This is an optimization exercise on Yosys and OpenROAD, whose aim is small area, not a production implementation. Function was checked by simulation only, so behaviour that the tests miss may differ from the original. Power and IR drop assume default switching activity.

== rev 12 ==
## cache_mem_bridge
module cache_mem_bridge
(
   input  logic                 clk,
   input  logic                 rst_n,
   input  logic                 wb_req,
   input  logic [cache_mem_bridge_pkg::PA_WIDTH-1:0]  wb_addr,
   input  logic [cache_mem_bridge_pkg::MEM_WIDTH-1:0] wb_data,
   output logic                 wb_done,
   input  logic                 rf_req,
   input  logic [cache_mem_bridge_pkg::PA_WIDTH-1:0]  rf_addr,
   output logic [cache_mem_bridge_pkg::MEM_WIDTH-1:0] rf_data,
   output logic                 rf_done,
   output logic                 busy,
   output logic                 m_req,
   output logic                 m_we,
   output logic [cache_mem_bridge_pkg::PA_WIDTH-1:0]  m_addr,
   output logic [cache_mem_bridge_pkg::WRD_WIDTH-1:0] m_wdata,
   input  logic                 m_gnt,
   input  logic                 m_rvalid,
   input  logic [cache_mem_bridge_pkg::WRD_WIDTH-1:0] m_rdata
);
Size: roughly 550 flip-flops, about 1200 I/O pins, roughly 20000 sq um of cells after synthesis.
clock: 6.0 ns
lec_check: 0
cap_margin: 30
core_area: 5 5 345 345
cts_buf_list: sky130_fd_sc_hd__clkbuf_8 sky130_fd_sc_hd__clkbuf_16
cts_cluster_diameter: 80
cts_cluster_size: 28
die_area: 0 0 350 350
place_density: 0.5
slew_margin: 40
standard.sh (not shown) runs the stock make flow with config.mk's settings and CLKGATE_MAP_FILE= SYNTH_SCRIPT=/design/flow/synth_recipe.tcl, a recipe that flattens the netlist after the stock synthesis.
==> flow/flow/run.sh <==
#!/bin/bash
# The standard layout, with the smallest buffer on each port and no CTS
# dummy loads.
set -euo pipefail
bash standard.sh \
  "BUFFER_PORTS_ARGS=-buffer_cell sky130_fd_sc_hd__buf_1" \
  "CTS_ARGS=-sink_clustering_enable -repair_clock_nets -dont_use_dummy_load -sink_clustering_size 28 -sink_clustering_max_diameter 80 -buf_list {sky130_fd_sc_hd__clkbuf_8 sky130_fd_sc_hd__clkbuf_16}" \
  finish > flow_make.log 2>&1
--- input diff rev 12..rev 13 ---
Settings: changing DIE_AREA from 0 0 350 350 to 0 0 360 360; changing CTS_CLUSTER_SIZE from 28 to 16; changing CORE_AREA from 5 5 345 345 to 5 5 355 355; changing CTS_BUF_LIST from sky130_fd_sc_hd__clkbuf_8 sky130_fd_sc_hd__clkbuf_16 to sky130_fd_sc_hd__clkbuf_4 sky130_fd_sc_hd__clkbuf_8.
==> flow/flow/run.sh <==
#!/bin/bash
# The standard layout, with the smallest buffer on each port and no CTS
# dummy loads.
set -euo pipefail
bash standard.sh \
  "BUFFER_PORTS_ARGS=-buffer_cell sky130_fd_sc_hd__buf_1" \
  "CTS_ARGS=-sink_clustering_enable -repair_clock_nets -dont_use_dummy_load -sink_clustering_size 16 -sink_clustering_max_diameter 80 -buf_list {sky130_fd_sc_hd__clkbuf_4 sky130_fd_sc_hd__clkbuf_8}" \
  finish > flow_make.log 2>&1
- Rev 13 reached the end of the flow, and the finished layout is clean on the timing, DRC and antenna checks.
- Per the final summary, rev 12 finished and its layout is clean on timing, DRC and antenna.
- Of rev 13 and rev 12, rev 13 shows the higher hold slack, with rev 12 below it.
- Of rev 13 and rev 12, the run reporting the lower post-route worst setup slack was rev 12.
- Total chip power: rev 13 < rev 12
- Comparing rev 13 and rev 12, final worst-path cycle share is higher on rev 12.
- Between rev 12 and rev 13, the flow reports combinational power increasing slightly.
- Relative to rev 12, share of layout cells above drive strength 1 has increased by 0.46 points in rev 13.
- Of rev 13 and rev 12, rev 13 shows the higher CTS buffer count, with rev 12 below it.


Starting RTL as in the previous note.
## cache_mem_bridge
module cache_mem_bridge
(
   input  logic                 clk,
   input  logic                 rst_n,
   input  logic                 wb_req,
   input  logic [cache_mem_bridge_pkg::PA_WIDTH-1:0]  wb_addr,
   input  logic [cache_mem_bridge_pkg::MEM_WIDTH-1:0] wb_data,
   output logic                 wb_done,
   input  logic                 rf_req,
   input  logic [cache_mem_bridge_pkg::PA_WIDTH-1:0]  rf_addr,
   output logic [cache_mem_bridge_pkg::MEM_WIDTH-1:0] rf_data,
   output logic                 rf_done,
   output logic                 busy,
   output logic                 m_req,
   output logic                 m_we,
   output logic [cache_mem_bridge_pkg::PA_WIDTH-1:0]  m_addr,
   output logic [cache_mem_bridge_pkg::WRD_WIDTH-1:0] m_wdata,
   input  logic                 m_gnt,
   input  logic                 m_rvalid,
   input  logic [cache_mem_bridge_pkg::WRD_WIDTH-1:0] m_rdata
);
   localparam int W  = cache_mem_bridge_pkg::WRD_WIDTH;
   localparam int M  = cache_mem_bridge_pkg::MEM_WIDTH;
   localparam int BO = cache_mem_bridge_pkg::BO_WIDTH;
   localparam int PA = cache_mem_bridge_pkg::PA_WIDTH;
   logic                 rf_act;           
   logic [PA-1:BO]       base;
   logic [M-1:0]         blk;
   logic [cache_mem_bridge_pkg::CW-1:0] iss, rsp;
   logic                 iss_last, rsp_last, iss_inc, rsp_inc, iss_end, rsp_end, sh;
   assign rf_data = blk;
   assign m_wdata = blk[W-1:0];
   assign m_addr  = {base, iss, 2'b00};
   assign iss_inc = m_req && m_gnt;
   assign rsp_inc = m_rvalid && rf_act;
   assign iss_end = iss_inc && iss_last;
   assign rsp_end = rsp_inc && rsp_last;
   assign sh      = (m_we && m_gnt) || rsp_inc;
   mem_beat_ctr u_iss (.clk(clk), .clr(!busy), .inc(iss_inc), .cnt(iss), .last(iss_last));
   mem_beat_ctr u_rsp (.clk(clk), .clr(!busy), .inc(rsp_inc), .cnt(rsp), .last(rsp_last));
   logic ld, shb, hold;
   assign ld   = !busy;
   assign shb  = busy && sh;
   assign hold = busy && !sh;
   logic [M-1:0] blk_n;    
   assign blk = ~blk_n;
   always_ff @(posedge clk)
  ...
export LEC_CHECK = 0
export CAP_MARGIN = 30
export CORE_AREA = 5 5 435 435
export DIE_AREA = 0 0 440 440
export SLEW_MARGIN = 40
create_clock -name core_clock -period 6.0 [get_ports {clk}]
run.sh (not shown) runs the stock make flow with config.mk's settings and CLKGATE_MAP_FILE= SYNTH_SCRIPT=/design/flow/synth_recipe.tcl, a recipe that flattens the netlist after the stock synthesis.
Stock flow here: none of the scripts above is used.
The baseline finished clean.
Next try:
==> flow/flow/run.sh (new file) <==
#!/bin/bash
# The standard layout, with the smallest buffer on each port and no CTS dummy loads.
set -euo pipefail
bash standard.sh \
  "BUFFER_PORTS_ARGS=-buffer_cell sky130_fd_sc_hd__buf_1" \
  "CTS_ARGS=-sink_clustering_enable -repair_clock_nets -dont_use_dummy_load -sink_clustering_size 40 -sink_clustering_max_diameter 100 -buf_list {sky130_fd_sc_hd__clkbuf_4 sky130_fd_sc_hd__clkbuf_8}" \
  finish > flow_make.log 2>&1
==> flow/standard.sh (new file) <==
#!/bin/bash
# synth_recipe.tcl (not shown) runs the flow's synth.tcl, then flattens the netlist and writes it again
# the make line also repeats each setting of config.mk as NAME=value (left out here)
make -C /OpenROAD-flow-scripts/flow DESIGN_CONFIG=/design/flow/config.mk WORK_HOME=/design/flow/orfs CLKGATE_MAP_FILE= SYNTH_SCRIPT=/design/flow/synth_recipe.tcl "${@:-finish}"
--- a/flow/config.mk
+++ b/flow/config.mk
@@ -7,5 +7,8 @@
 export LEC_CHECK = 0
 export CAP_MARGIN = 30
-export CORE_AREA = 5 5 435 435
-export DIE_AREA = 0 0 440 440
+export CORE_AREA = 5 5 275 275
+export CTS_BUF_LIST = sky130_fd_sc_hd__clkbuf_4 sky130_fd_sc_hd__clkbuf_8
+export CTS_CLUSTER_DIAMETER = 100
+export CTS_CLUSTER_SIZE = 40
+export DIE_AREA = 0 0 280 280
 export SLEW_MARGIN = 40
removed: flow/run.sh
Outcome: The changed run failed in I/O pin placement (3_2_place_iop) (PPL-0024); area after synthesis is unchanged; synthesized cell count does not change.
Next try:
==> flow/flow/run.sh (replaced) <==
#!/bin/bash
# The standard layout, with the smallest buffer on each port and no CTS
# dummy loads.
set -euo pipefail
bash standard.sh \
  "BUFFER_PORTS_ARGS=-buffer_cell sky130_fd_sc_hd__buf_1" \
  "CTS_ARGS=-sink_clustering_enable -repair_clock_nets -dont_use_dummy_load -sink_clustering_size 16 -sink_clustering_max_diameter 80 -buf_list {sky130_fd_sc_hd__clkbuf_4 sky130_fd_sc_hd__clkbuf_8}" \
  finish > flow_make.log 2>&1
--- a/flow/config.mk
+++ b/flow/config.mk
@@ -7,8 +7,8 @@
 export LEC_CHECK = 0
 export CAP_MARGIN = 30
-export CORE_AREA = 5 5 275 275
+export CORE_AREA = 5 5 435 435
 export CTS_BUF_LIST = sky130_fd_sc_hd__clkbuf_4 sky130_fd_sc_hd__clkbuf_8
-export CTS_CLUSTER_DIAMETER = 100
-export CTS_CLUSTER_SIZE = 40
-export DIE_AREA = 0 0 280 280
+export CTS_CLUSTER_DIAMETER = 80
+export CTS_CLUSTER_SIZE = 16
+export DIE_AREA = 0 0 440 440
 export SLEW_MARGIN = 40
With this change the flow completed with no timing, DRC or antenna violations.
Synthesized cell count does not change.
Synthesized area is unchanged.
Next try:
==> flow/flow/run.sh (replaced) <==
#!/bin/bash
# The standard layout, with the smallest buffer on each port and no CTS dummy loads.
set -euo pipefail
bash standard.sh \
  "BUFFER_PORTS_ARGS=-buffer_cell sky130_fd_sc_hd__buf_1" \
  "CTS_ARGS=-sink_clustering_enable -repair_clock_nets -dont_use_dummy_load -sink_clustering_size 30 -sink_clustering_max_diameter 60 -buf_list {sky130_fd_sc_hd__clkbuf_4 sky130_fd_sc_hd__clkbuf_8}" \
  finish > flow_make.log 2>&1
--- a/flow/config.mk
+++ b/flow/config.mk
@@ -9,6 +9,6 @@
 export CORE_AREA = 5 5 435 435
 export CTS_BUF_LIST = sky130_fd_sc_hd__clkbuf_4 sky130_fd_sc_hd__clkbuf_8
-export CTS_CLUSTER_DIAMETER = 80
-export CTS_CLUSTER_SIZE = 16
+export CTS_CLUSTER_DIAMETER = 60
+export CTS_CLUSTER_SIZE = 30
 export DIE_AREA = 0 0 440 440
 export SLEW_MARGIN = 40
Outcome: Utilization grows by 0.12 points; power grows by a few percent; setup slack is better by 0.033 ns; maximum frequency grows slightly; first-iteration DRC count shrinks slightly; wire length grows slightly; combinational power barely changes; die area is unchanged.

[static timing again, ports no longer ideal]
The results above use ideal ports. As a check the final layouts listed here were re-extracted and re-timed, cells and wires unchanged.
Step 1 (the two cells are an assumption about what drives the block):
set clk [get_ports {clk}]
set_driving_cell -lib_cell sky130_fd_sc_hd__clkbuf_16 $clk
set_driving_cell -lib_cell sky130_fd_sc_hd__buf_2 [delete_from_list [all_inputs] $clk]
Step 2, shift: input delay + t, output delay - t, t = (earliest + latest rising clock arrival at the registers) / 2. This alone moves slack from input paths to output paths.
Three values: ideal ports, drivers, drivers and shift; two values: the first two.
run | t (ns) | slack for setup (ns) | hold slack, ns | worst slew at a driven data input, ns | pins driven straight from the clock port
rev 12 | 0.663 | 2.779 / 2.717 / 2.431 | 0.436 / 0.436 / 0.436 | 0.24 | 1
rev 13 | 0.744 | 3.063 / 3.002 / 2.463 | 0.453 / 0.453 / 0.453 | 0.19 | 1
the first run of note 2 | 0.756 | 2.473 / 2.385 / 2.200 | 0.457 / 0.457 / 0.457 | 0.28 | 1
the third run of note 2 | 0.811 | 2.887 / 2.800 / 2.421 | 0.431 / 0.431 / 0.431 | 0.28 | 1
the fourth run of note 2 | 0.828 | 2.920 / 2.832 / 2.306 | 0.402 / 0.402 / 0.402 | 0.28 | 1
After both steps setup and hold are still met in every run listed. For the fourth run of note 2, which loses most, drivers alone change the setup slack by -0.088 ns; drivers and shift together by -0.614 ns.
